This design comes from an exercise in tuning for small area and few clock cycles on the open sky130 flow, not from production work. In this exercise RTL edits were held to simulation tests only and were not proved equivalent to the original. No activity file was given, so power comes from the tool's default toggle rates.

[flow/constraint.sdc]
create_clock -name core_clock -period 5.0 [get_ports {Clock_not}]
set_input_delay 1.0000 -clock core_clock [delete_from_list [all_inputs] [get_ports {Clock_not}]]
set_output_delay 1.0000 -clock core_clock [all_outputs]
set_load 0.01 [all_outputs]
[flow/flow/run.sh]
#!/bin/bash
# Layout flow: the standard flow (standard.sh), except that synthesis maps
# the logic with the ABC script in abc.script instead of ORFS's speed script,
# and does not extract full/half-adder cells first, so ABC maps the adders
# together with the rest of the logic. The registers, their names and cell
# types are those of the standard synthesis. The port buffers that placement
# adds start as the smallest buffer; repair sizes them up where timing needs.
set -euo pipefail
W=$(pwd)
rm -rf "$W/scripts_abc"
cp -r "$FLOW_HOME/scripts" "$W/scripts_abc"
cp "$W/flow/abc.script" "$W/scripts_abc/abc_speed.script"
bash "$W/standard.sh" SCRIPTS_DIR="$W/scripts_abc" ADDER_MAP_FILE= synth > "$W/synth.log" 2>&1
bash "$W/standard.sh" BUFFER_PORTS_ARGS="-buffer_cell sky130_fd_sc_hd__buf_1" finish > "$W/layout.log" 2>&1
[flow/flow/abc.script]
strash
ifraig
dc2
strash
&get -n
&dch -f
&nf -R 1000 -a
&put
[flow/standard.sh]
#!/bin/bash
# synth_recipe.tcl (not shown) runs the flow's synth.tcl, then flattens the netlist and writes it again
# the make line also repeats each setting of config.mk as NAME=value (left out here)
make -C /OpenROAD-flow-scripts/flow DESIGN_CONFIG=/design/flow/config.mk WORK_HOME=/design/flow/orfs CLKGATE_MAP_FILE= SYNTH_SCRIPT=/design/flow/synth_recipe.tcl "${@:-finish}"
[flow/design.v]
module regFile (
	input  logic Clock_not,
	input  logic rstN,
	input  logic writeEn,
	input  logic [3:0] writeAddr,
	input  logic [13:0] writeData,
	input  logic [3:0] readAddrA,
	input  logic [3:0] readAddrB,
	output logic [13:0] readDataA,
	output logic [13:0] readDataB
);
	logic [13:0] regs [0:15];
	logic [15:0] written;
	always_ff @(posedge Clock_not or negedge rstN) begin
		if (!rstN) begin
			written <= '0;
		end else if (writeEn) begin
			written[writeAddr] <= 1'b1;
		end
	end
	always_ff @(posedge Clock_not) begin
		if (writeEn) begin
			regs[writeAddr] <= writeData;
		end
	end
	always_comb begin
		readDataA = '0;
		readDataB = '0;
		for (int i = 0; i < 16; i++) begin
			readDataA = readDataA | (regs[i] & {14{written[i] && readAddrA == 4'(i)}});
			readDataB = readDataB | (regs[i] & {14{written[i] && readAddrB == 4'(i)}});
		end
	end
endmodule
module operandStage (
	input  logic Clock_not,
	input  logic rstN,
	input  logic instValid,
	input  logic [13:0] inst,
	input  logic [4:0] switches,
	input  logic outValid,
	input  logic outReady,
	output logic instReady,
	output logic exec,
	output logic [5:0] opcode,
	output logic [3:0] ri,
	output logic [3:0] rj,
	output logic [4:0] sw,
	output logic isOut
);
	localparam logic [5:0] OpOut = 6'b011100;
	logic irValid;
	logic [13:0] ir;
	always_ff @(posedge Clock_not or negedge rstN) begin
		if (!rstN) begin
			irValid <= 1'b0;
		end else begin
			irValid <= instValid & instReady;
		end
	end
	always_ff @(posedge Clock_not) begin
		ir <= inst;
		sw <= switches;
	end
	assign exec = irValid;
	assign opcode = ir[13:8];
	assign ri = ir[7:4];
	assign rj = ir[3:0];
	assign isOut = irValid & (opcode == OpOut);
	assign instReady = ~((inst[13:8] == OpOut) & (isOut | (outValid & ~outReady)));
endmodule
module aluStage (
	input  logic [5:0] opcode,
	input  logic [3:0] rj,
	input  logic [13:0] a,        
	input  logic [13:0] b,        
	input  logic [4:0] switches,
	input  logic [11:0] status,
	output logic writeReg,
	output logic [13:0] res,
	output logic [11:0] nextStatus
);
	localparam logic [5:0] OpCpy  = 6'b000010;
	localparam logic [5:0] OpAdd  = 6'b000101;
	localparam logic [5:0] OpSub  = 6'b000110;
	localparam logic [5:0] OpAddc = 6'b000111;
	localparam logic [5:0] OpSubc = 6'b001000;
	localparam logic [5:0] OpNot  = 6'b001011;
	localparam logic [5:0] OpAnd  = 6'b001100;
	localparam logic [5:0] OpOr   = 6'b001101;
	localparam logic [5:0] OpXor  = 6'b001110;
	localparam logic [5:0] OpSrl  = 6'b001111;
	localparam logic [5:0] OpSra  = 6'b010000;
	localparam logic [5:0] OpRotl = 6'b010001;
	localparam logic [5:0] OpRotr = 6'b010010;
	localparam logic [5:0] OpRrc  = 6'b010101;
	localparam logic [5:0] OpVadd = 6'b010111;
	localparam logic [5:0] OpVsub = 6'b011000;
	localparam logic [5:0] OpIn   = 6'b011011;
	logic isCpy, isAdd, isSub, isAddc, isSubc, isNot, isAnd, isOr, isXor;
	logic isSrl, isSra, isRotl, isRotr, isRrc, isVadd, isVsub, isIn;
	logic isArith, isScalar, isVec, isLogic, isRight, inv, cin;
	logic [13:0] op2;     
	logic [13:0] op2x;    
	logic [13:0] p;
	logic [13:0] g;
	logic [3:0] sL0;
	logic [4:0] sL1n, sL1c, sL1;
	logic [3:0] sH0n, sH0c;
	logic [4:0] sH1n, sH1c;
	logic [7:0] hiN, hiC;
	logic [7:0] sumHi;
	logic hiCin, loCout, hiCout;
	logic [13:0] sum;
	logic [13:0] t;       
	logic [13:0] zb;
	logic zLo, zHiVec, zHiScalar;
	logic [13:0] logicRes;
	logic [1:0] s;
	logic [16:0] wr;      
	logic [6:0] shSel;    
	logic [13:0] shRes;
	assign isCpy  = (opcode == OpCpy);
	assign isAdd  = (opcode == OpAdd);
	assign isSub  = (opcode == OpSub);
	assign isAddc = (opcode == OpAddc);
	assign isSubc = (opcode == OpSubc);
	assign isNot  = (opcode == OpNot);
	assign isAnd  = (opcode == OpAnd);
	assign isOr   = (opcode == OpOr);
	assign isXor  = (opcode == OpXor);
	assign isSrl  = (opcode == OpSrl);
	assign isSra  = (opcode == OpSra);
	assign isRotl = (opcode == OpRotl);
	assign isRotr = (opcode == OpRotr);
	assign isRrc  = (opcode == OpRrc);
	assign isVadd = (opcode == OpVadd);
	assign isVsub = (opcode == OpVsub);
	assign isIn   = (opcode == OpIn);
	assign isScalar = isAdd | isSub | isAddc | isSubc;
	assign isVec = isVadd | isVsub;
	assign isArith = isScalar | isVec;
	assign isLogic = isNot | isAnd | isOr | isXor;
	assign isRight = isSrl | isSra | isRotr | isRrc;
	assign cin = isSub | isSubc | isVsub;
	assign inv = cin | isNot;
	assign op2 = (isAddc | isSubc) ? {10'b0, rj} : (isNot ? 14'd0 : b);
	assign op2x = op2 ^ {14{inv}};
	assign p = a ^ op2x;
	assign g = a & op2x;
	assign sL0 = {1'b0, a[2:0]} + {1'b0, op2x[2:0]} + {3'b0, cin};
	assign sL1n = {1'b0, a[6:3]} + {1'b0, op2x[6:3]};
	assign sL1c = {1'b0, a[6:3]} + {1'b0, op2x[6:3]} + 5'd1;
	assign sH0n = {1'b0, a[9:7]} + {1'b0, op2x[9:7]};
	assign sH0c = {1'b0, a[9:7]} + {1'b0, op2x[9:7]} + 4'd1;
	assign sH1n = {1'b0, a[13:10]} + {1'b0, op2x[13:10]};
	assign sH1c = {1'b0, a[13:10]} + {1'b0, op2x[13:10]} + 5'd1;
	assign sL1 = sL0[3] ? sL1c : sL1n;
	assign hiN = sH0n[3] ? {sH1c, sH0n[2:0]} : {sH1n, sH0n[2:0]};   
	assign hiC = sH0c[3] ? {sH1c, sH0c[2:0]} : {sH1n, sH0c[2:0]};   
	assign hiCin = isVec ? cin : sL1[4];
	assign sumHi = hiCin ? hiC : hiN;
	assign sum = {sumHi[6:0], sL1[3:0], sL0[2:0]};
	assign loCout = sL1[4];
	assign hiCout = sumHi[7];
	assign t = {a[12:0] | op2x[12:0], cin};
	assign zb = ~(p ^ t);
	assign zLo = &zb[6:0];
	assign zHiScalar = &zb[13:7];
	assign zHiVec = ~(p[7] ^ cin) & (&zb[13:8]);
	assign logicRes = ({14{isXor | isNot | isOr}} & p) | ({14{isAnd | isOr}} & g);
	assign s = rj[1:0];
	always_comb begin
		wr[13:0] = a;
		case (1'b1)
			isSra:  wr[16:14] = {3{a[13]}};
			isRotr: wr[16:14] = a[2:0];
			isRrc:  wr[16:14] = {a[1:0], status[11]};
			default: wr[16:14] = 3'b000;
		endcase
	end
	assign shSel[3] = (isRight | isRotl) & (s == 2'd0);
	assign shSel[4] = isRight & (s == 2'd1);
	assign shSel[5] = isRight & (s == 2'd2);
	assign shSel[6] = isRight & (s == 2'd3);
	assign shSel[2] = isRotl & (s == 2'd1);
	assign shSel[1] = isRotl & (s == 2'd2);
	assign shSel[0] = isRotl & (s == 2'd3);
	always_comb begin
		for (int i = 0; i < 14; i++) begin
			shRes[i] = (shSel[0] & a[(i + 11) % 14]) | (shSel[1] & a[(i + 12) % 14]) |
				(shSel[2] & a[(i + 13) % 14]) | (shSel[3] & a[i]) |
				(shSel[4] & wr[i + 1]) | (shSel[5] & wr[i + 2]) | (shSel[6] & wr[i + 3]);
		end
	end
	assign res = ({14{isArith}} & sum) | logicRes | shRes | ({14{isCpy}} & b) |
		{9'b0, {5{isIn}} & switches};
	assign writeReg = isArith | isLogic | isRight | isRotl | isCpy | isIn;
	always_comb begin
		nextStatus = status;
		if (isScalar) begin
			nextStatus[11] = hiCout ^ cin;
			nextStatus[10] = sum[13];
			nextStatus[9] = (a[13] ~^ op2[13]) & (a[13] ^ sum[13]);
			nextStatus[8] = zLo & zHiScalar;
		end
		if (isLogic) begin
			nextStatus[10] = logicRes[13];
			nextStatus[8] = (logicRes == 14'd0);
		end
		if (isRrc) begin
			case (s)
				2'd0: nextStatus[11] = status[11];
				2'd1: nextStatus[11] = a[0];
				2'd2: nextStatus[11] = a[1];
				default: nextStatus[11] = a[2];
			endcase
		end
		if (isVec) begin
			nextStatus[7] = hiCout ^ cin;
			nextStatus[6] = sum[13];
			nextStatus[5] = (a[13] ~^ op2[13]) & (a[13] ^ sum[13]);
			nextStatus[4] = zHiVec;
			nextStatus[3] = loCout ^ cin;
			nextStatus[2] = sum[6];
			nextStatus[1] = (a[6] ~^ op2[6]) & (a[6] ^ sum[6]);
			nextStatus[0] = zLo;
		end
	end
endmodule
module retireStage (
	input  logic Clock_not,
	input  logic rstN,
	input  logic exec,
	input  logic isOut,
	input  logic [13:0] outData,
	input  logic [11:0] nextStatus,
	input  logic outReady,
	output logic [11:0] status,
	output logic outValid,
	output logic [25:0] outBeat
);
	always_ff @(posedge Clock_not or negedge rstN) begin
		if (!rstN) begin
			status <= '0;
		end else if (exec) begin
			status <= nextStatus;
		end
	end
	always_ff @(posedge Clock_not or negedge rstN) begin
		if (!rstN) begin
			outValid <= 1'b0;
		end else if (isOut) begin
			outValid <= 1'b1;
		end else if (outReady) begin
			outValid <= 1'b0;
		end
	end
	always_ff @(posedge Clock_not) begin
		if (isOut) begin
			outBeat <= {outData, status};
		end
	end
endmodule
module risc14Core (
	input  logic Clock_not,
	input  logic rstN,
	input  logic instValid,
	input  logic [13:0] inst,
	output logic instReady,
	input  logic [4:0] switches,
	output logic outValid,
	output logic [25:0] outBeat,
	input  logic outReady
);
	logic exec;
	logic [5:0] opcode;
	logic [3:0] ri;
	logic [3:0] rj;
	logic [4:0] sw;
	logic isOut;
	logic writeReg;
	logic [13:0] readDataA;
	logic [13:0] readDataB;
	logic [13:0] res;
	logic [11:0] status;
	logic [11:0] nextStatus;
	operandStage operandStage_inst (
		.Clock_not(Clock_not), .rstN(rstN), .instValid(instValid), .inst(inst),
		.switches(switches), .outValid(outValid), .outReady(outReady),
		.instReady(instReady), .exec(exec), .opcode(opcode), .ri(ri), .rj(rj),
		.sw(sw), .isOut(isOut)
	);
	regFile regFile_inst (
		.Clock_not(Clock_not), .rstN(rstN),
		.writeEn(exec & writeReg), .writeAddr(ri), .writeData(res),
		.readAddrA(ri), .readAddrB(rj),
		.readDataA(readDataA), .readDataB(readDataB)
	);
	aluStage aluStage_inst (
		.opcode(opcode), .rj(rj), .a(readDataA), .b(readDataB),
		.switches(sw), .status(status),
		.writeReg(writeReg), .res(res), .nextStatus(nextStatus)
	);
	retireStage retireStage_inst (
		.Clock_not(Clock_not), .rstN(rstN), .exec(exec), .isOut(isOut),
		.outData(readDataA), .nextStatus(nextStatus), .outReady(outReady),
		.status(status), .outValid(outValid), .outBeat(outBeat)
	);
endmodule
[flow/config.mk]
export PLATFORM = sky130hd
export DESIGN_NAME = risc14Core
export DESIGN_NICKNAME = risc14Core
export VERILOG_FILES = /design/flow/design.v
export SDC_FILE = /design/flow/constraint.sdc
export NUM_CORES = 4
export LEC_CHECK = 0
export CAP_MARGIN = 20
export CORE_MARGIN = 2
export CORE_UTILIZATION = 60
export CTS_BUF_LIST = sky130_fd_sc_hd__clkbuf_16
export CTS_CLUSTER_DIAMETER = 80
export CTS_CLUSTER_SIZE = 30
export GPL_TIMING_DRIVEN = 0
export SETUP_SLACK_MARGIN = 0.1
export SLEW_MARGIN = 20
==> flow_summary_export.csv, run 1 <==
group,metric,value,unit
timing,finalSetupViolations,0,
flow_run,max_cap_violations,0,
final_layout,post_route_cells_drive_above_1_share,14.78,%
critical_path,startpoint_kind_of_the_worst_setup_timing_path,"flop",
place,dp.cells,1351,
routing,post_drt_wl_per_cell,32.62,um
cts,clkSinkCount,299,
floorplan,core_region_area,21890,um^2
routing,via_total_after_detailed_routing,11130,
timing,worst_pin_slew,1192,ps
run_status,outcome,"complete, no violations",
cts,clk_latency,520,ps
final_layout,area_delta_synth_final,14.89,%
timing,final_hold_viol_count,0,
logic_synthesis,seq_area_frac_synth,64.32,%
timing,rsz_0062_raised_after_global_routing,"true",
final_layout,layoutNonFillerInstCount,1417,
routing,viasPerCell,7.852,
logic_synthesis,ys_types,45,
timing,worst_relative_slew_slack,20.50,%
global_route,grt-ovfl-total,0,
logic_synthesis,synth.cell_area,13430,um^2
pwr,fin_total_pwr,5.225,mW
logic_synthesis,ys_seq_elements,299,
routing,detail_route.drc_violations,0,
global_route,maximum_number_of_pins_on_one_net_before_global_route_repair,32,
critical_path,cp_data_arrival_time,5170,ps
routing,postRouteWirelength,46220,um
floorplan,die_h,153.6,um
critical_path,timing.critical_path.fanout_max,16,
logic_synthesis,netlist_instances,1011,
pwr,vdd_ir_drop_max,0.0003824,V
logic_synthesis,yosysWarningCount,4,
routing,dr.pass1.iters,13,
global_route,antenna_found_initial,0,
critical_path,critical_path_required,5360,ps
floorplan,floorplan.die_area,23590,um^2
pwr,cellLeakagePower,5.302,nW
cts,tritoncts,"yes",
timing,final_max_slew_viol_count,0,
place,detailed_place.area,14090,um^2
final_layout,n_antenna_cell,0,
timing,setup_total_negative_slack,0,ps
floorplan,number_of_rows_in_the_core_area,54,
cts,ctsHtreeMaxLevel,1,
timing,whs,303.2,ps
timing,timing.fmax,208.2,MHz
cts,clock_path_buffers,3,
floorplan,initial_cell_density_of_the_core,61.35,%
logic_synthesis,synth_async_sr_flop_share,10.03,%
place,number_of_buffers_added_on_ports,50,
timing,timing.clock.skew,30.65,ps
logic_synthesis,edff_count_synth,250,
final_layout,postLayoutCellArea,15430,um^2
floorplan,boundaryPins,51,
global_route,gr_util_all_layers,38.16,%
pwr,p_per_area,338.6,nW/um^2
logic_synthesis,syn_nets,1034,
global_route,via_count_of_the_first_global_routing_pass,10620,
logic_synthesis,syn_area_per_cell,13.28,um^2
timing,final_period_minus_worst_setup_slack,4802,ps
cts,tritoncts.num_buffers,15,
place,finalWeightedCongestion,0.9678,
final_layout,finalNetCount,1151,
critical_path,critPathKind,"reg -> reg",
routing,drt_first_iter_violations,2762,
final_layout,fillers,1561,
floorplan,floorplan.die.width,153.6,um
critical_path,cp-end-kind,"flop",
logic_synthesis,synth_flop_cell,"edfxtp_1",
routing,route.antenna.remaining_nets,0,
timing,layout_worst_path_cycle_share,96.04,%
cts,clk_pin_slew_worst_paths,90,ps
min_path,hp-class,"in -> async",
place,hpwl,27170,um
cts,clk_root_buffer_cell,"clkbuf_16",
global_route,grt_first_pass_wirelength,66250,um
-- logic make-up (layout without fill, tap and decap cells) --
kind of cell,count (synthesis),in the layout,synth area share (%)
and+or+nand+nor,363,363,13.77
xor gates and xnor gates,34,34,2.217
muxes,17,17,1.332
DFF,299,299,64.32
AOI/OAI and AO/OA,290,290,18.13
buffers and inverters,8,134,0.2236
-- routing by layer --
metal / wire length, um / GRT usage, % / vias up
met4: 2572 / 19.22 / 0
met5: 0 / 0 / -
met1: 16190 / 53.11 / 5269
met3: 7237 / 9.188 / 197
li1: - / - / 4556
met2: 20220 / 56.78 / 1104
-- layout by cell type, fill, tap and decap left out, types with 9 or more instances in the layout --
master     instances
nand2b_1           9
xor2_1            13
a21oi_1           20
xnor2_1           17
a221oi_1          14
a211o_1            9
a22oi_1           38
clkbuf_16         16
nand2_1          104
and2_0            13
nand3_2            9
dfxtp_1           15
and3_1            23
nand4_1           24
edfxtp_1         250
buf_4             35
buf_1             49
nand3_1           18
nor2_1            49
or2_0             20
buf_12            10
a222oi_1         128
dfrtp_1           30
and3_4            30
o21ai_0           13
mux2i_1            9
a21boi_0          10
-- path summary, 6_finish.rpt --
check                                              end  cells after the start  slack (ps)                       start
hold / removal              retireStage_inst.status[4]                      1         300                        rstN
setup reg to reg             regFile_inst.regs[15][12]                     18         200     operandStage_inst.ir[5]
hold reg to reg            retireStage_inst.outBeat[5]                      0         460  retireStage_inst.status[5]
min in group core_clock    retireStage_inst.outBeat[5]                      0         460  retireStage_inst.status[5]
max in group asynchronous     regFile_inst.written[15]                      2        4310                        rstN
setup / recovery             regFile_inst.regs[15][12]                     18         200     operandStage_inst.ir[5]
-- sequential cells by signal, summed over array words and instances, names as in the netlist --
| name | cells |
|---|---|
| regFile_inst.written | 16 |
| operandStage_inst.irValid | 1 |
| retireStage_inst.outBeat | 26 |
| operandStage_inst.ir | 14 |
| retireStage_inst.outValid | 1 |
| regFile_inst.regs | 224 |
| operandStage_inst.sw | 5 |
| retireStage_inst.status | 12 |
-- synthesized netlist by cell type, drive strengths merged, types with 9 or more instances --
library cell  number  area share [%]
nand4             24             1.1
and2              17            0.79
a21oi             22            0.82
a222oi           128             9.5
nor2              53             1.5
and3              59             2.7
a221oi            17             1.1
dfrtp             30             5.6
xnor2             20             1.3
a22oi             41             2.3
xor2              14            0.91
dfxtp             19             2.8
nor2b             13            0.61
a211o              9            0.59
nor3               9            0.34
a21boi            12            0.67
or2               24             1.1
nand2b             9            0.42
nand2            107             3.0
o21ai             22            0.82
nand3             29             1.1
edfxtp           250              56
mux2i             10            0.75
-- critical path, cell delays in order, from the launching register on --
cell and delay [ps]:
dfxtp_1 340, and2_0 290, and3_2 470, a222oi_1 390, and4_1 260, nand3_2 330
xnor2_2 300, or2_0 280, a21o_1 220, nand2_2 110, xor2_2 190, nor2_1 80
a211oi_2 300, a21oi_2 130, nand2_1 120, nand2b_1 140, nor2b_2 200, o311ai_4 320
buf_12 180
-- repair_timing --
| item | in CTS | in global routing |
|---|---|---|
| hold buffers | 0 | 0 |
| pin swaps | 11 | 24 |
| setup endpoints to repair | 168 | 134 |
| resized for setup | 74 | 65 |
| setup buffers | 15 | 25 |
-- per-stage QoR --
step	setup slack (ps)	util, %
final	197.9	70.48
after detailed placement	-1596	64.35
after floorplan	237.0	-
after global routing	45.27	70.48
after global placement	-1683	63.85
after CTS	101.6	68.28
-- layout make-up --
cell class	instances	area [um^2]	share of cell area, %
sequential	299	8648	56.05
multi-input combinational	704	5221	33.84
timing repair buffer	100	683.2	4.428
clock buffer	16	400.4	2.595
tap	280	350.3	2.271
clock inverter	10	95.09	0.6163
inverter	8	30.03	0.1946
-- where the power goes --
group          switching (mW)  internal [mW]  total [mW]  leakage [nW]
clock network           0.802          0.654        1.46         0.251
logic                   0.588          0.318       0.906          2.20
registers              0.0549           2.81        2.86          2.85
Testbench counts, summed over its fixed seeds: cycles 32,614.
==> inputs of run 2 (changes only) <==
--- a/flow/config.mk
+++ b/flow/config.mk
@@ -12,5 +12,5 @@
 export CTS_CLUSTER_DIAMETER = 80
 export CTS_CLUSTER_SIZE = 30
 export GPL_TIMING_DRIVEN = 0
-export SETUP_SLACK_MARGIN = 0.1
+export SETUP_SLACK_MARGIN = 0.05
 export SLEW_MARGIN = 20
==> run 2 against run 1 <==
Critical path depth up 3. Count of clock-buffer cells in the layout unchanged. Area after synthesis is the same. Wire length is 0.14% higher. Flip-flop and latch count is the same. Critical endpoint unchanged. Non-clock buffer count stayed put. Hold slack better by 4.2 ps. Sequential power about the same. Via count is 0.61% lower.
==> flow_summary_export.csv, run 2 <==
group,metric,value,unit
run_status,outcome,"complete, no violations",
timing,layout_worst_path_cycle_share,97.31,%
logic_synthesis,synth_flop_cell,"edfxtp_1",
routing,via_total_after_detailed_routing,11060,
logic_synthesis,netlist_top_cells_area,"edfxtp_1 (56%), a222oi_1 (9.5%), dfrtp_1 (5.6%)",
routing,detail_route.drc_violations,0,
logic_synthesis,synth_top_area_share,55.90,%
logic_synthesis,syn_area_per_cell,13.28,um^2
timing,final_period_minus_worst_setup_slack,4866,ps
cts,tritoncts,"yes",
critical_path,critical_path_required,5360,ps
timing,rsz_0062_raised_after_global_routing,"true",
global_route,via_count_of_the_first_global_routing_pass,10610,
global_route,maximum_number_of_pins_on_one_net_before_global_route_repair,32,
routing,post_drt_wl_per_cell,32.66,um
critical_path,cp-end-kind,"flop",
min_path,hp-class,"in -> async",
floorplan,floorplan.die_area,23590,um^2
final_layout,layout_top_registers,"regFile_inst.regs (224), retireStage_inst.outBeat (26), regFile_inst.written (16)",
place,number_of_buffers_added_on_ports,50,
floorplan,number_of_rows_in_the_core_area,54,
pwr,p_per_area,339.2,nW/um^2
routing,dr.pass1.iters,10,
logic_synthesis,ys_seq_elements,299,
timing,final_max_slew_viol_count,0,
global_route,grtUsageMet1,52.74,%
floorplan,floorplan.die.width,153.6,um
cts,clk_root_buffer_cell,"clkbuf_16",
final_layout,top_reg_by_flops,"regFile_inst.regs",
final_layout,largest_reg_flops,224,
final_layout,regArea,8648,um^2
pwr,cellLeakagePower,5.282,nW
global_route,grt.busiest_layer,"met2",
timing,worst_relative_slew_slack,19.01,%
floorplan,boundaryPins,51,
global_route,global_route.usage.met2,56.40,%
logic_synthesis,synth.cell_area,13430,um^2
critical_path,critical_path.slowest_cell,"dfxtp_2",
flow_run,max_cap_violations,0,
final_layout,finalNetCount,1151,
global_route,gr_util_all_layers,38.11,%
cts,ctsHtreeMaxLevel,1,
logic_synthesis,syn_nets,1034,
logic_synthesis,seq_area_frac_synth,64.32,%
place,dp.cells,1351,
critical_path,cp_data_arrival_time,5230,ps
routing,drt_first_iter_violations,2842,
final_layout,fillers,1573,
cts,hold_bufs_at_cts,0,
critical_path,reg2reg_from,"operandStage_inst.ir[2]",
critical_path,timing.critical_path.cells,"and2_0 > and3_4 > buf_4 > a222oi_1 > and4_1 > nand3_1 > a22oi_2 > xnor2_1 > nand2b_1 > or2_0 > a21o_1 > nand2_2 > xor2_2 > nor2_1 > a211oi_2 > a21oi_2 > nand2_1 > nand2b_2 > nor2b_2 > o311ai_4 > buf_12",
timing,timing.fmax,205.5,MHz
final_layout,n_antenna_cell,0,
pwr,fin_total_pwr,5.224,mW
critical_path,rrSetupSlack,130,ps
cts,clk_pin_slew_worst_paths,90,ps
timing,setup_total_negative_slack,0,ps
final_layout,layout_common_cells,"edfxtp_1 (250), a222oi_1 (128), nand2_1 (104)",
critical_path,timing.critical_path.fanout_max,16,
critical_path,worst_path_largest_cell_delay,370,ps
routing,viasPerCell,7.804,
final_layout,final_common_cell,"edfxtp_1",
global_route,antenna_found_initial,0,
routing,postRouteWirelength,46280,um
cts,clkSinkCount,299,
logic_synthesis,synth_async_sr_flop_share,10.03,%
logic_synthesis,ys_types,45,
cts,clk_latency,520,ps
floorplan,initial_cell_density_of_the_core,61.35,%
cts,clock_path_buffers,3,
logic_synthesis,netlist_instances,1011,
timing,finalSetupViolations,0,
critical_path,startpoint_kind_of_the_worst_setup_timing_path,"flop",
final_layout,multi_input_area,5210,um^2
logic_synthesis,edff_count_synth,250,
global_route,grt-ovfl-total,0,
logic_synthesis,netlist_top_cells_count,"edfxtp_1 (250), a222oi_1 (128), nand2_1 (107), and3_1 (59), nor2_1 (53)",
global_route,grt_first_pass_wirelength,66160,um
final_layout,layoutNonFillerInstCount,1417,
timing,worst_pin_slew,1215,ps
floorplan,die_h,153.6,um
pwr,vdd_ir_drop_max,0.0003716,V
place,finalWeightedCongestion,0.9678,
final_layout,post_route_cells_drive_above_1_share,14.34,%
timing,timing.clock.skew,32.04,ps
critical_path,critPathKind,"reg -> reg",
logic_synthesis,yosysMostFrequentCell,"edfxtp_1",
critical_path,r2r_cells,21,
logic_synthesis,yosysWarningCount,4,
final_layout,area_delta_synth_final,14.68,%
floorplan,core_region_area,21890,um^2
routing,route.antenna.remaining_nets,0,
critical_path,worst_r2r_endpoint,"regFile_inst.regs[15][12]",
global_route,grt_util_met3,9.865,%
place,hpwl,27170,um
logic_synthesis,post-synth-top-area-cell,"edfxtp_1",
cts,tritoncts.num_buffers,15,
timing,final_hold_viol_count,0,
[run 2: cell counts after synthesis]
Identical to the previous run, type by type.
[run 2: how the worst max path moves through the flow]
stage | from | endpoint | slack [ps] | cells past startpoint
after detailed placement | operandStage_inst.ir[0] | regFile_inst.regs[10][10] | -1600 | 20
after CTS | operandStage_inst.ir[0] | regFile_inst.regs[11][11] | 50 | 19
after global placement | operandStage_inst.ir[0] | regFile_inst.regs[4][8] | -1680 | 19
after global routing | operandStage_inst.ir[9] | retireStage_inst.status[5] | -60 | 20
final | operandStage_inst.ir[2] | regFile_inst.regs[15][12] | 130 | 21
after floorplan | operandStage_inst.ir[1] | regFile_inst.regs[0][12] | 240 | 20
[run 2: cells by family after synthesis]
family                    synth area share (%)
buffers and inverters                   0.2236
and+or+nand+nor                          13.77
DFF                                      64.32
muxes                                    1.332
AOI/OAI and AO/OA                        18.13
xor gates and xnor gates                 2.217
[run 2: repair_timing]
item,in CTS,in global routing
gates resized for setup,69,62
setup endpoints to repair,168,134
gates cloned,0,0
buffers inserted,11,29
pin swaps,10,18
[run 2: metrics by stage]
step	hold WS [ps]	area (um^2)	utilization, %	setup slack [ps]
3_3_place_gp	428.8	13980	63.85	-1683
3_5_place_dp	431.6	14090	64.35	-1596
6_report	307.4	15400	70.35	134.3
2_1_floorplan	421.0	13440	-	237.0
5_1_grt	307.9	15400	70.35	-59.14
4_1_cts	307.4	14900	68.08	53.88
[run 2: worst max-delay path: cells and delay by family (launching register included)]
family	cells	cell delay, ps
AND/OR/NAND/NOR	11	2100
XOR/XNOR	2	300
buffers and inverters	2	340
flip-flops	1	370
AO/OA/AOI/OAI	6	1600
[run 2: layout make-up]
type | instances | area share, %
repair buffers | 100 | 4.330
inverters | 8 | 0.1950
well taps | 280 | 2.275
clock buffers | 16 | 2.600
clock inverters | 10 | 0.6174
flip-flops and latches | 299 | 56.15
multi-input cells | 704 | 33.83
[run 2: layer usage]
metal | vias up | share of wire (%)
met2 | 1081 | 44
met3 | 218 | 16
met4 | 0 | 5.8
met1 | 5219 | 35
li1 | 4540 | -
met5 | - | 0
[run 2: power by group]
| part | internal [mW] | switching (mW) |
|---|---|---|
| Combinational | 0.321 | 0.595 |
| Clock | 0.654 | 0.792 |
| Sequential | 2.81 | 0.0550 |
| Total | 3.78 | 1.44 |
==> inputs of run 3 (changes only) <==
--- a/flow/design.v
+++ b/flow/design.v
@@ -179,7 +179,7 @@
 			default: wr[16:14] = 3'b000;
 		endcase
 	end
-	assign shSel[3] = (isRight | isRotl) & (s == 2'd0);
+	assign shSel[3] = ((isRight | isRotl) & (s == 2'd0)) | ~writeReg;
 	assign shSel[4] = isRight & (s == 2'd1);
 	assign shSel[5] = isRight & (s == 2'd2);
 	assign shSel[6] = isRight & (s == 2'd3);
@@ -293,7 +293,7 @@
 	);
 	regFile regFile_inst (
 		.Clock_not(Clock_not), .rstN(rstN),
-		.writeEn(exec & writeReg), .writeAddr(ri), .writeData(res),
+		.writeEn(exec), .writeAddr(ri), .writeData(res),
 		.readAddrA(ri), .readAddrB(rj),
 		.readDataA(readDataA), .readDataB(readDataB)
 	);
--- a/flow/config.mk
+++ b/flow/config.mk
@@ -12,5 +12,5 @@
 export CTS_CLUSTER_DIAMETER = 80
 export CTS_CLUSTER_SIZE = 30
 export GPL_TIMING_DRIVEN = 0
-export SETUP_SLACK_MARGIN = 0.05
+export SETUP_SLACK_MARGIN = 0.25
 export SLEW_MARGIN = 20
==> run 3 against run 2 <==
Non-clock buffer count grew 31. Clock skew shrank 1.6 ps. Utilization grew 1.2 points. Critical path type unchanged. Largest cell class unchanged.
==> flow_summary_export.csv, run 3 <==
group,metric,value,unit
global_route,via_count_of_the_first_global_routing_pass,10870,
logic_synthesis,netlist_instances,1008,
timing,final_period_minus_worst_setup_slack,4888,ps
cts,clock_path_buffers,3,
min_path,hp-class,"in -> async",
timing,setup_total_negative_slack,0,ps
logic_synthesis,synth.cell_area,13390,um^2
place,hpwl,27500,um
timing,final_hold_viol_count,0,
critical_path,cp_common_cell,"nand2_2",
place,number_of_buffers_added_on_ports,50,
pwr,pwr-share-seq,53.0,%
logic_synthesis,seq_area_frac_synth,64.51,%
cts,clk_root_buffer_cell,"clkbuf_16",
cts,ctsHtreeMaxLevel,1,
critical_path,cp_data_arrival_time,5250,ps
global_route,gr_util_all_layers,39.93,%
timing,finalSetupViolations,0,
logic_synthesis,yosysWarningCount,4,
place,dp_worst_setup_slack,-1823,ps
floorplan,core_region_area,21890,um^2
critical_path,critical_path.slowest_cell,"dfxtp_4",
final_layout,finalNetCount,1180,
logic_synthesis,syn_area_per_cell,13.29,um^2
pwr,cellLeakagePower,5.297,nW
floorplan,floorplan.die_area,23530,um^2
logic_synthesis,netlist_top_cells_count,"edfxtp_1 (250), a222oi_1 (130), nand2_1 (97), and3_1 (60), nor2_1 (59)",
final_layout,postLayoutCellArea,15670,um^2
pwr,fin_total_pwr,5.621,mW
floorplan,boundaryPins,51,
critical_path,timing.critical_path.buf_inv,3,
run_status,outcome,"complete, no violations",
routing,viasPerCell,7.947,
routing,detail_route.drc_violations,0,
timing,worst_relative_slew_slack,19.88,%
timing,layout_worst_path_cycle_share,97.75,%
critical_path,r2r_cells,28,
final_layout,post_route_cells_drive_above_1_share,18.35,%
final_layout,area_delta_synth_final,17.00,%
global_route,antenna_found_initial,1,
pwr,clock_power_share,25.3,%
critical_path,worst_r2r_endpoint,"retireStage_inst.status[9]",
critical_path,rrSetupSlack,110,ps
routing,post_drt_wl_per_cell,33.77,um
timing,worst_pin_slew,1202,ps
cts,clk_latency,540,ps
timing,rsz_0062_raised_after_global_routing,"true",
flow_run,max_cap_violations,0,
final_layout,layout_common_cells,"edfxtp_1 (250), a222oi_1 (130), nand2_1 (91)",
logic_synthesis,netlist_top_cells_area,"edfxtp_1 (56%), a222oi_1 (9.7%), dfrtp_1 (5.6%)",
logic_synthesis,yosysMostFrequentCell,"edfxtp_1",
final_layout,top_reg_by_flops,"regFile_inst.regs",
logic_synthesis,ys_types,46,
routing,route.antenna.remaining_nets,0,
timing,postLayoutSetupSlackWorst,112.3,ps
pwr,switching_share,30.30,%
global_route,grt_first_pass_wirelength,68830,um
critical_path,critPathKind,"reg -> reg",
cts,clk_pin_slew_worst_paths,100,ps
timing,whs,298.0,ps
critical_path,startpoint_kind_of_the_worst_setup_timing_path,"flop",
routing,drt_first_iter_violations,2921,
pwr,p_per_area,358.7,nW/um^2
critical_path,timing.critical_path.fanout_max,5,
routing,dr.pass1.iters,10,
critical_path,critical_path_required,5360,ps
floorplan,die_h,153.4,um
pwr,combinationalPowerShare,21.7,%
final_layout,final_common_cell,"edfxtp_1",
critical_path,crit_cells,28,
logic_synthesis,syn_nets,1031,
floorplan,floorplan.die.width,153.4,um
pwr,vdd_ir_drop_max,0.0002913,V
logic_synthesis,synth_async_sr_flop_share,10.03,%
timing,timing.clock.skew,30.45,ps
floorplan,initial_cell_density_of_the_core,61.17,%
critical_path,critical_path.top_delay_family,"compound AO/OA/AOI/OAI gates",
floorplan,number_of_rows_in_the_core_area,54,
logic_synthesis,ys_seq_elements,299,
routing,via_total_after_detailed_routing,11500,
final_layout,layout_top_registers,"regFile_inst.regs (224), retireStage_inst.outBeat (26), regFile_inst.written (16)",
critical_path,worst_path_largest_cell_delay,380,ps
logic_synthesis,synth_flop_cell,"edfxtp_1",
timing,final_max_slew_viol_count,0,
pwr,p_sw,1.703,mW
cts,clkSinkCount,299,
critical_path,reg2reg_from,"operandStage_inst.ir[1]",
global_route,maximum_number_of_pins_on_one_net_before_global_route_repair,32,
cts,tritoncts,"yes",
timing,timing.fmax,204.6,MHz
critical_path,cp-end-kind,"flop",
place,detailed_place.area,14090,um^2
cts,tritoncts.num_buffers,15,
routing,postRouteWirelength,48870,um
cts,hold_bufs_at_cts,0,
place,finalWeightedCongestion,0.9314,
final_layout,largest_reg_flops,224,
logic_synthesis,edff_count_synth,250,
global_route,grt-ovfl-total,0,
logic_synthesis,synth_top_area_share,56.06,%
logic_synthesis,post-synth-top-area-cell,"edfxtp_1",
pwr,intPower,3.918,mW
[run 3: cell count changes in the layout (fill, tap and decap cells not counted), moves of 4 or more]
cell and change:
buf_12 -6, mux2_1 -6, buf_4 +34, and2_0 -4, nor2b_4 +4, nand2b_1 +4, o211ai_1 +4, nand2_1 -13
nor2_2 +4, a21boi_0 -8, a22oi_1 +7, mux2i_1 -4, nor2b_1 -6, nand4_1 -13
[run 3: what timing repair did]
item | CTS | global route
pin swaps | 32 | 23
resized for setup | 125 | 31
buffers inserted | 47 | 22
setup endpoints to repair | 186 | 102
gates cloned | 0 | 1
[run 3: logic make-up after synthesis]
| family | after synthesis | share of synthesized area [%] |
|---|---|---|
| flip-flops | 299 | 64.51 |
| AND/OR/NAND/NOR | 353 | 13.51 |
| XOR/XNOR | 39 | 2.551 |
| AO/OA/AOI/OAI | 300 | 18.67 |
| buffers and inverters | 11 | 0.3083 |
| multiplexers | 6 | 0.4578 |
[run 3: final cells by class]
cell class | instances | area [um^2]
flip-flops and latches | 299 | 8653
fillers | 1529 | 6222
multi-input cells | 699 | 5328
repair buffers | 131 | 819.5
clock buffers | 15 | 375.4
well taps | 280 | 350.3
clock inverters | 11 | 93.84
inverters | 11 | 46.29
diodes | 1 | 2.502
[run 3: layer usage]
metal / up-vias / share of wire, % / track usage (%)
met3: 261 / 17 / 12.28
met4: 0 / 6.5 / 19.53
met5: - / 0 / 0
li1: 4616 / - / -
met1: 5421 / 35 / 57.24
met2: 1201 / 42 / 55.85
[run 3: how the worst max path moves through the flow]
stage                                  from                          to  slack, ps
floorplan           operandStage_inst.ir[1]  retireStage_inst.status[9]        260
global placement    operandStage_inst.ir[1]  retireStage_inst.status[9]      -1660
detailed placement  operandStage_inst.ir[1]  retireStage_inst.status[9]      -1820
CTS                 operandStage_inst.ir[0]  retireStage_inst.status[9]        260
global route        operandStage_inst.ir[1]  retireStage_inst.status[9]        -50
finish              operandStage_inst.ir[1]  retireStage_inst.status[9]        110
[run 3: power by group through the flow]
stage / Sequential, mW / Clock [mW] / Combinational [mW]
floorplan: 3.01 / 0 / 0.622
global placement: 3.03 / 0 / 0.905
detailed placement: 3.03 / 0 / 0.946
CTS: 2.98 / 1.41 / 1.07
global route: 2.99 / 1.51 / 1.28
finish: 2.98 / 1.42 / 1.22
[run 3: stage by stage]
stage / cells / utilization (%)
4_1_cts: 1422 / 69.99
6_report: 1447 / 71.58
2_1_floorplan: 1008 / -
5_1_grt: 1447 / 71.58
3_3_place_gp: 1338 / 63.83
3_5_place_dp: 1349 / 64.39
Testbench counts of run 3, summed over its fixed seeds: cycles 32,614.
==> inputs of run 4 (changes only) <==
--- a/flow/design.v
+++ b/flow/design.v
@@ -112,9 +112,7 @@
 	logic [7:0] sumHi;
 	logic hiCin, loCout, hiCout;
 	logic [13:0] sum;
-	logic [13:0] t;       
-	logic [13:0] zb;
-	logic zLo, zHiVec, zHiScalar;
+	logic zLo, zHi;
 	logic [13:0] logicRes;
 	logic [1:0] s;
 	logic [16:0] wr;      
@@ -163,11 +161,6 @@
 	assign sum = {sumHi[6:0], sL1[3:0], sL0[2:0]};
 	assign loCout = sL1[4];
 	assign hiCout = sumHi[7];
-	assign t = {a[12:0] | op2x[12:0], cin};
-	assign zb = ~(p ^ t);
-	assign zLo = &zb[6:0];
-	assign zHiScalar = &zb[13:7];
-	assign zHiVec = ~(p[7] ^ cin) & (&zb[13:8]);
 	assign logicRes = ({14{isXor | isNot | isOr}} & p) | ({14{isAnd | isOr}} & g);
 	assign s = rj[1:0];
 	always_comb begin
@@ -179,7 +172,7 @@
 			default: wr[16:14] = 3'b000;
 		endcase
 	end
-	assign shSel[3] = ((isRight | isRotl) & (s == 2'd0)) | ~writeReg;
+	assign shSel[3] = (isRight | isRotl) & (s == 2'd0);
 	assign shSel[4] = isRight & (s == 2'd1);
 	assign shSel[5] = isRight & (s == 2'd2);
 	assign shSel[6] = isRight & (s == 2'd3);
@@ -196,17 +189,19 @@
 	assign res = ({14{isArith}} & sum) | logicRes | shRes | ({14{isCpy}} & b) |
 		{9'b0, {5{isIn}} & switches};
 	assign writeReg = isArith | isLogic | isRight | isRotl | isCpy | isIn;
+	assign zLo = (res[6:0] == 7'd0);
+	assign zHi = (res[13:7] == 7'd0);
 	always_comb begin
 		nextStatus = status;
 		if (isScalar) begin
 			nextStatus[11] = hiCout ^ cin;
 			nextStatus[10] = sum[13];
 			nextStatus[9] = (a[13] ~^ op2[13]) & (a[13] ^ sum[13]);
-			nextStatus[8] = zLo & zHiScalar;
+			nextStatus[8] = zLo & zHi;
 		end
 		if (isLogic) begin
-			nextStatus[10] = logicRes[13];
-			nextStatus[8] = (logicRes == 14'd0);
+			nextStatus[10] = res[13];
+			nextStatus[8] = zLo & zHi;
 		end
 		if (isRrc) begin
 			case (s)
@@ -220,7 +215,7 @@
 			nextStatus[7] = hiCout ^ cin;
 			nextStatus[6] = sum[13];
 			nextStatus[5] = (a[13] ~^ op2[13]) & (a[13] ^ sum[13]);
-			nextStatus[4] = zHiVec;
+			nextStatus[4] = zHi;
 			nextStatus[3] = loCout ^ cin;
 			nextStatus[2] = sum[6];
 			nextStatus[1] = (a[6] ~^ op2[6]) & (a[6] ^ sum[6]);
@@ -293,7 +288,7 @@
 	);
 	regFile regFile_inst (
 		.Clock_not(Clock_not), .rstN(rstN),
-		.writeEn(exec), .writeAddr(ri), .writeData(res),
+		.writeEn(exec & writeReg), .writeAddr(ri), .writeData(res),
 		.readAddrA(ri), .readAddrB(rj),
 		.readDataA(readDataA), .readDataB(readDataB)
 	);
--- a/flow/config.mk
+++ b/flow/config.mk
@@ -12,5 +12,5 @@
 export CTS_CLUSTER_DIAMETER = 80
 export CTS_CLUSTER_SIZE = 30
 export GPL_TIMING_DRIVEN = 0
-export SETUP_SLACK_MARGIN = 0.25
+export SETUP_SLACK_MARGIN = 0.15
 export SLEW_MARGIN = 20
==> run 4 against run 3 <==
The layout now fails its checks (negative setup slack). Flip-flop and latch count unchanged. Utilization increased by 2.1 points. Via count increased by 0.50%. Critical path type unchanged.
==> flow_summary_export.csv, run 4 <==
group,metric,value,unit
final_layout,post_route_cells_drive_above_1_share,23.97,%
logic_synthesis,synth_top_area_share,56.71,%
floorplan,boundaryPins,51,
pwr,p_per_area,331.4,nW/um^2
place,number_of_buffers_added_on_ports,50,
pwr,fin_total_pwr,5.315,mW
logic_synthesis,edff_count_synth,250,
pwr,pwr-share-seq,54.2,%
timing,rsz_0062_raised_after_global_routing,"true",
routing,postRouteWirelength,49740,um
cts,clock_path_buffers,3,
logic_synthesis,syn_nets,995,
place,dp_worst_setup_slack,-2325,ps
timing,worst_pin_slew,1222,ps
final_layout,top_reg_by_flops,"regFile_inst.regs",
place,hpwl,26550,um
floorplan,initial_cell_density_of_the_core,60.85,%
pwr,p_sw,1.537,mW
place,detailed_place.area,13890,um^2
min_path,origin_of_the_worst_min_delay_path,"retireStage_inst.status[6]",
pwr,combinationalPowerShare,19.0,%
run_status,check_failures,"negative setup slack",
floorplan,die_h,152.5,um
cts,ctsHtreeMaxLevel,1,
cts,tritoncts.num_buffers,15,
global_route,via_count_of_the_first_global_routing_pass,10660,
global_route,antenna_found_initial,1,
global_route,grt_first_pass_wirelength,69990,um
logic_synthesis,netlist_top_cells_count,"edfxtp_1 (250), a222oi_1 (131), nand2_1 (86), and3_1 (56), a22oi_1 (49)",
min_path,hp-class,"reg -> reg",
final_layout,area_delta_synth_final,21.13,%
timing,final_period_minus_worst_setup_slack,5061,ps
cts,clk_latency,540,ps
cts,clkSinkCount,299,
timing,final_max_slew_viol_count,0,
global_route,maximum_number_of_pins_on_one_net_before_global_route_repair,32,
timing,postLayoutSetupSlackWorst,-61.05,ps
flow_run,max_cap_violations,0,
timing,finalSetupViolations,4,
critical_path,rrSetupSlack,-60,ps
routing,post_drt_wl_per_cell,34.42,um
pwr,vdd_ir_drop_max,0.0004752,V
logic_synthesis,ys_seq_elements,299,
final_layout,layout_common_cells,"edfxtp_1 (250), a222oi_1 (131), buf_4 (104)",
final_layout,largest_reg_flops,224,
critical_path,critPathKind,"reg -> reg",
routing,drt_first_iter_violations,2990,
final_layout,final_common_cell,"edfxtp_1",
logic_synthesis,seq_area_frac_synth,65.26,%
logic_synthesis,post-synth-top-area-cell,"edfxtp_1",
routing,detail_route.drc_violations,0,
logic_synthesis,synth.cell_area,13240,um^2
logic_synthesis,synth_flop_cell,"edfxtp_1",
critical_path,r2r_cells,26,
critical_path,worst_r2r_endpoint,"retireStage_inst.status[9]",
logic_synthesis,ys_types,48,
critical_path,startpoint_kind_of_the_worst_setup_timing_path,"flop",
min_path,hold_path_depth,0,
logic_synthesis,yosysWarningCount,4,
critical_path,cp-end-kind,"flop",
cts,tritoncts,"yes",
run_status,outcome,"failed layout checks",
timing,worst_relative_slew_slack,18.53,%
timing,timing.clock.skew,47.69,ps
timing,final_hold_viol_count,0,
global_route,gr_util_all_layers,41.16,%
critical_path,timing.critical_path.fanout_max,5,
floorplan,core_region_area,21760,um^2
logic_synthesis,yosysMostFrequentCell,"edfxtp_1",
global_route,grt-ovfl-total,0,
pwr,intPower,3.778,mW
critical_path,reg2reg_from,"operandStage_inst.ir[0]",
routing,viasPerCell,7.997,
routing,via_total_after_detailed_routing,11560,
timing,layout_worst_path_cycle_share,101.2,%
pwr,clock_power_share,26.9,%
place,finalWeightedCongestion,0.9302,
critical_path,critical_path_required,5430,ps
routing,dr.pass1.iters,14,
floorplan,floorplan.die_area,23270,um^2
final_layout,finalNetCount,1178,
pwr,switching_share,28.91,%
logic_synthesis,netlist_instances,972,
logic_synthesis,synth_async_sr_flop_share,10.03,%
final_layout,layout_top_registers,"regFile_inst.regs (224), retireStage_inst.outBeat (26), regFile_inst.written (16)",
routing,route.antenna.remaining_nets,0,
min_path,min_delay_worst_endpoint,"retireStage_inst.outBeat[6]",
logic_synthesis,syn_area_per_cell,13.62,um^2
floorplan,floorplan.die.width,152.5,um
cts,clk_pin_slew_worst_paths,100,ps
floorplan,number_of_rows_in_the_core_area,54,
logic_synthesis,netlist_top_cells_area,"edfxtp_1 (57%), a222oi_1 (9.9%), dfrtp_1 (5.7%)",
timing,timing.fmax,197.6,MHz
final_layout,postLayoutCellArea,16040,um^2
cts,hold_bufs_at_cts,0,
critical_path,cp_data_arrival_time,5490,ps
pwr,cellLeakagePower,5.509,nW
cts,clk_root_buffer_cell,"clkbuf_16",
## run 4: logic make-up (layout without fill, tap and decap cells)
logic type | after synthesis | count (layout) | share of synthesized area (%)
simple gates | 310 | 310 | 12.23
fa+ha+maj | 2 | 2 | 0.1512
mux | 10 | 10 | 0.7845
other cells | 0 | 1 | 0
flops | 299 | 299 | 65.26
xor+xnor | 33 | 33 | 2.183
buf+inv | 10 | 202 | 0.2836
compound gates | 308 | 308 | 19.11
## run 4: metal layers
layer	wire, um	GRT usage [%]	share of wire (%)
met1	16400	54.85	33
met2	20980	61.13	42
met3	8457	13.42	17
met4	3904	21.34	7.8
met5	0	0	0
## run 4: worst max-delay path, stage by stage (launching register included)
cell,delay (ps)
dfxtp_4,390
nor2b_4,160
and3_4,180
buf_4,170
a222oi_1,330
and4_1,290
nand3_4,140
a22oi_2,190
xor2_1,270
xor2_1,280
nand2_2,100
a21o_1,200
a21oi_2,190
and2_4,190
nand2_4,70
o211ai_1,180
buf_4,160
o32ai_4,140
buf_4,180
buf_6,110
buf_6,110
a211oi_4,280
buf_4,170
buf_6,100
a21o_1,90
nand2_2,110
a31oi_2,160
## run 4: power by group through the flow
| stage | Clock, mW | Sequential (mW) | Combinational [mW] |
|---|---|---|---|
| 3_3_place_gp | 0 | 2.92 | 0.655 |
| 2_1_floorplan | 0 | 2.91 | 0.446 |
| 4_1_cts | 1.41 | 2.87 | 0.830 |
| 3_5_place_dp | 0 | 2.92 | 0.677 |
| 6_report | 1.43 | 2.88 | 1.01 |
| 5_1_grt | 1.50 | 2.89 | 1.04 |
## run 4: per-stage QoR
stage	hold slack (ps)	util [%]	instances	TNS (ps)
floorplan	417.8	-	972	0
global route	470.5	73.71	1445	-1647
detailed placement	430.0	63.87	1309	-220750
global placement	426.6	63.38	1302	-247900
finish	452.8	73.71	1445	-160.7
CTS	456.0	71.53	1418	0
## run 4: cell type report
| cell class | count | area, um^2 |
|---|---|---|
| Clock inverter | 11 | 97.59 |
| Multi-Input combinational cell | 663 | 5374 |
| Sequential cell | 299 | 8656 |
| Inverter | 10 | 38.79 |
| Tap cell | 280 | 350.3 |
| Fill cell | 1438 | 5720 |
| Clock buffer | 15 | 375.4 |
| Antenna cell | 1 | 2.502 |
| Timing Repair Buffer | 166 | 1141 |
## run 4: worst max-delay path by stage
stage | startpoint | end | slack, ps | cells past startpoint
final | operandStage_inst.ir[0] | retireStage_inst.status[9] | -60 | 26
after global routing | operandStage_inst.ir[11] | retireStage_inst.status[9] | -180 | 26
after global placement | operandStage_inst.ir[1] | retireStage_inst.status[4] | -2310 | 22
after floorplan | operandStage_inst.ir[0] | retireStage_inst.status[8] | 160 | 24
after CTS | operandStage_inst.ir[1] | retireStage_inst.status[8] | 150 | 24
after detailed placement | operandStage_inst.ir[1] | retireStage_inst.status[4] | -2330 | 22
## run 4: what timing repair did
| action | 4_1_cts | 5_1_grt |
|---|---|---|
| setup endpoints to repair | 188 | 120 |
| setup buffers | 83 | 25 |
| pin swaps | 53 | 28 |
| cloned | 0 | 1 |
| resized for setup | 156 | 61 |
Testbench counts of run 4, summed over its fixed seeds: cycles 32,614.
==> inputs of run 5 (changes only) <==
--- a/flow/config.mk
+++ b/flow/config.mk
@@ -12,5 +12,5 @@
 export CTS_CLUSTER_DIAMETER = 80
 export CTS_CLUSTER_SIZE = 30
 export GPL_TIMING_DRIVEN = 0
-export SETUP_SLACK_MARGIN = 0.15
+export SETUP_SLACK_MARGIN = 0.1
 export SLEW_MARGIN = 20
==> run 5 against run 4 <==
The layout still fails its checks (negative setup slack). Area after synthesis unchanged. Worst setup slack lost 47 ps. Flip-flop and latch count is the same. Sequential share of layout area rose by 1.3 points. Count of clock-buffer cells in the layout unchanged. Clock skew decreased by 21 ps. Maximum frequency fell by 0.92%. Final cell count shrank 2.1%. Critical endpoint is now regFile_inst.regs[6][13]. Largest power group unchanged.
==> flow_summary_export.csv, run 5 <==
group,metric,value,unit
timing,final_max_slew_viol_count,0,
final_layout,layout_top_registers,"regFile_inst.regs (224), retireStage_inst.outBeat (26), regFile_inst.written (16)",
routing,post_drt_wl_per_cell,33.94,um
routing,via_total_after_detailed_routing,11310,
logic_synthesis,synth_async_sr_flop_share,10.03,%
timing,timing.clock.skew,26.73,ps
critical_path,startpoint_kind_of_the_worst_setup_timing_path,"flop",
global_route,grt-ovfl-total,0,
routing,detail_route.drc_violations,0,
critical_path,critical_path_required,5290,ps
pwr,intPower,3.730,mW
timing,worst_pin_slew,1201,ps
global_route,via_count_of_the_first_global_routing_pass,10520,
floorplan,floorplan.die.width,152.5,um
cts,tritoncts.num_buffers,15,
global_route,antenna_found_initial,1,
final_layout,fillers,1434,
pwr,p_per_area,332.3,nW/um^2
floorplan,core_region_area,21760,um^2
cts,tritoncts,"yes",
cts,clkSinkCount,299,
timing,rsz_0062_raised_after_global_routing,"true",
cts,hold_bufs_at_cts,0,
logic_synthesis,post-synth-top-area-cell,"edfxtp_1",
logic_synthesis,syn_area_per_cell,13.62,um^2
pwr,combinationalPowerShare,17.6,%
logic_synthesis,ys_types,48,
logic_synthesis,synth.cell_area,13240,um^2
final_layout,final_common_cell,"edfxtp_1",
timing,worst_relative_slew_slack,19.91,%
critical_path,cp-end-kind,"flop",
global_route,maximum_number_of_pins_on_one_net_before_global_route_repair,32,
routing,viasPerCell,7.996,
timing,finalSetupViolations,20,
logic_synthesis,edff_count_synth,250,
global_route,grt_first_pass_wirelength,68000,um
final_layout,post_route_cells_drive_above_1_share,20.37,%
run_status,check_failures,"negative setup slack",
place,finalWeightedCongestion,0.9672,
logic_synthesis,netlist_instances,972,
logic_synthesis,ys_seq_elements,299,
pwr,cellLeakagePower,5.315,nW
final_layout,largest_reg_flops,224,
floorplan,number_of_rows_in_the_core_area,54,
place,dp_worst_setup_slack,-2246,ps
critical_path,critPathKind,"reg -> reg",
place,number_of_buffers_added_on_ports,50,
logic_synthesis,seq_area_frac_synth,65.26,%
final_layout,area_delta_synth_final,18.37,%
logic_synthesis,yosysMostFrequentCell,"edfxtp_1",
global_route,gr_util_all_layers,39.82,%
logic_synthesis,yosysWarningCount,4,
pwr,vdd_ir_drop_max,0.0002882,V
floorplan,initial_cell_density_of_the_core,60.85,%
final_layout,top_reg_by_flops,"regFile_inst.regs",
routing,postRouteWirelength,47990,um
timing,layout_worst_path_cycle_share,102.2,%
pwr,p_sw,1.476,mW
timing,postLayoutSetupSlackWorst,-107.8,ps
timing,final_hold_viol_count,0,
logic_synthesis,synth_top_area_share,56.71,%
final_layout,finalNetCount,1148,
flow_run,max_cap_violations,0,
pwr,fin_total_pwr,5.207,mW
logic_synthesis,synth_flop_cell,"edfxtp_1",
min_path,hp-class,"reg -> reg",
cts,clk_latency,520,ps
pwr,clock_power_share,27.1,%
logic_synthesis,netlist_top_cells_count,"edfxtp_1 (250), a222oi_1 (131), nand2_1 (86), and3_1 (56), a22oi_1 (49)",
critical_path,cp_data_arrival_time,5390,ps
place,hpwl,26300,um
cts,ctsHtreeMaxLevel,1,
pwr,switching_share,28.35,%
final_layout,layout_common_cells,"edfxtp_1 (250), a222oi_1 (131), nand2_1 (79)",
floorplan,boundaryPins,51,
floorplan,floorplan.die_area,23270,um^2
timing,timing.fmax,195.8,MHz
cts,clock_path_buffers,3,
logic_synthesis,netlist_top_cells_area,"edfxtp_1 (57%), a222oi_1 (9.9%), dfrtp_1 (5.7%)",
routing,drt_first_iter_violations,2917,
final_layout,n_antenna_cell,0,
logic_synthesis,syn_nets,995,
timing,final_period_minus_worst_setup_slack,5108,ps
floorplan,die_h,152.5,um
critical_path,timing.critical_path.fanout_max,8,
pwr,pwr-share-seq,55.3,%
timing,setup_total_negative_slack,-1697,ps
cts,clk_root_buffer_cell,"clkbuf_16",
routing,dr.pass1.iters,10,
cts,clk_pin_slew_worst_paths,110,ps
routing,route.antenna.remaining_nets,0,
run_status,outcome,"failed layout checks",
## run 5: cell counts after synthesis
No cell type changed its count.
## run 5: per-stage QoR
step | hold slack (ps) | cells | utilization (%) | instance area [um^2]
3_3_place_gp | 427.3 | 1302 | 63.35 | 13780
6_report | 457.5 | 1414 | 72.03 | 15670
4_1_cts | 453.7 | 1390 | 70.30 | 15290
2_1_floorplan | 417.8 | 972 | - | 13240
5_1_grt | 466.5 | 1414 | 72.03 | 15670
3_5_place_dp | 434.9 | 1308 | 63.83 | 13890
## run 5: layer usage
layer / global-route usage (%) / routed length (um)
met5: 0 / 12
met4: 21.03 / 3231
met3: 14.22 / 8051
met2: 60.32 / 20570
met1: 50.96 / 16130
## run 5: final timing paths
kind                                             from                          end  slack, ps  depth (start not counted)
min                        retireStage_inst.status[0]  retireStage_inst.outBeat[0]        460                          0
min in group asynchronous                        rstN      regFile_inst.written[3]        510                          1
max in group asynchronous                        rstN    operandStage_inst.irValid       4050                          1
max reg2reg                   operandStage_inst.ir[1]     regFile_inst.regs[6][13]       -110                         23
min reg2reg                retireStage_inst.status[0]  retireStage_inst.outBeat[0]        460                          0
max                           operandStage_inst.ir[1]     regFile_inst.regs[6][13]       -110                         23
## run 5: layout make-up
class | instances | area, um^2 | share of cell area (%)
repair buffers | 136 | 940.9 | 6.004
flip-flops and latches | 299 | 8656 | 55.24
multi-input cells | 663 | 5204 | 33.21
well taps | 280 | 350.3 | 2.236
clock buffers | 15 | 375.4 | 2.395
inverters | 10 | 38.79 | 0.2475
clock inverters | 11 | 105.1 | 0.6707
## run 5: worst max-delay path, stage by stage (launching register included)
cell	delay, ps
dfxtp_4	400
and2_4	180
and3_4	250
a222oi_1	550
nand3_4	210
a22oi_2	240
xor2_2	220
xor2_2	190
nand2_1	110
nand2_2	130
nand2_2	70
a21o_1	220
a21oi_2	190
and2_4	190
nand2_4	60
o211ai_1	190
buf_4	160
o32ai_4	130
a211oi_2	270
a211oi_4	100
a211o_4	390
buf_6	120
buf_6	130
clkbuf_16	150
## run 5: power groups by stage
stage	clock network [mW]	logic (mW)	registers, mW
global placement	0	0.655	2.93
detailed placement	0	0.674	2.92
finish	1.41	0.915	2.88
CTS	1.40	0.802	2.88
floorplan	0	0.444	2.91
global route	1.48	0.957	2.89
## run 5: logic make-up after synthesis
group | after synthesis | synth area share, %
buf+inv | 10 | 0.2836
compound gates | 308 | 19.11
flops | 299 | 65.26
simple gates | 310 | 12.23
xor+xnor | 33 | 2.183
mux | 10 | 0.7845
fa+ha+maj | 2 | 0.1512
## run 5: timing repair
action,CTS,global route
cloned,0,1
setup buffers,56,23
setup endpoints to repair,188,121
gates resized for setup,138,42
pin swaps,37,31

## re-timing with driven ports
How much do the figures lean on ideal ports? The routed layouts below were timed once more, with nothing changed but the port constraints. Step 1 sets driving cells, clkbuf_16 on the clock port and buf_2 on the other inputs (assumed; they add their load-dependent delay and slew). Step 2, shift: input delay + t, output delay - t, t = (earliest + latest rising clock arrival at the registers) / 2. This alone moves slack from input paths to output paths. Slacks: no drivers / after step 1 / after step 2; pairs: no drivers / after step 1.
run	t, ns	slack for setup (ns)	worst hold slack (ns)	pins driven straight from the clock port
run 1	0.560	0.198 / 0.198 / 0.198	0.303 / 0.276 / 0.456	1
run 2	0.558	0.134 / 0.134 / 0.134	0.307 / 0.282 / 0.450	1
run 3	0.572	0.112 / 0.112 / 0.112	0.298 / 0.270 / 0.458	1
run 4	0.569	-0.061 / -0.061 / -0.061	0.453 / 0.453 / 0.453	1
run 5	0.560	-0.108 / -0.108 / -0.108	0.457 / 0.457 / 0.457	1
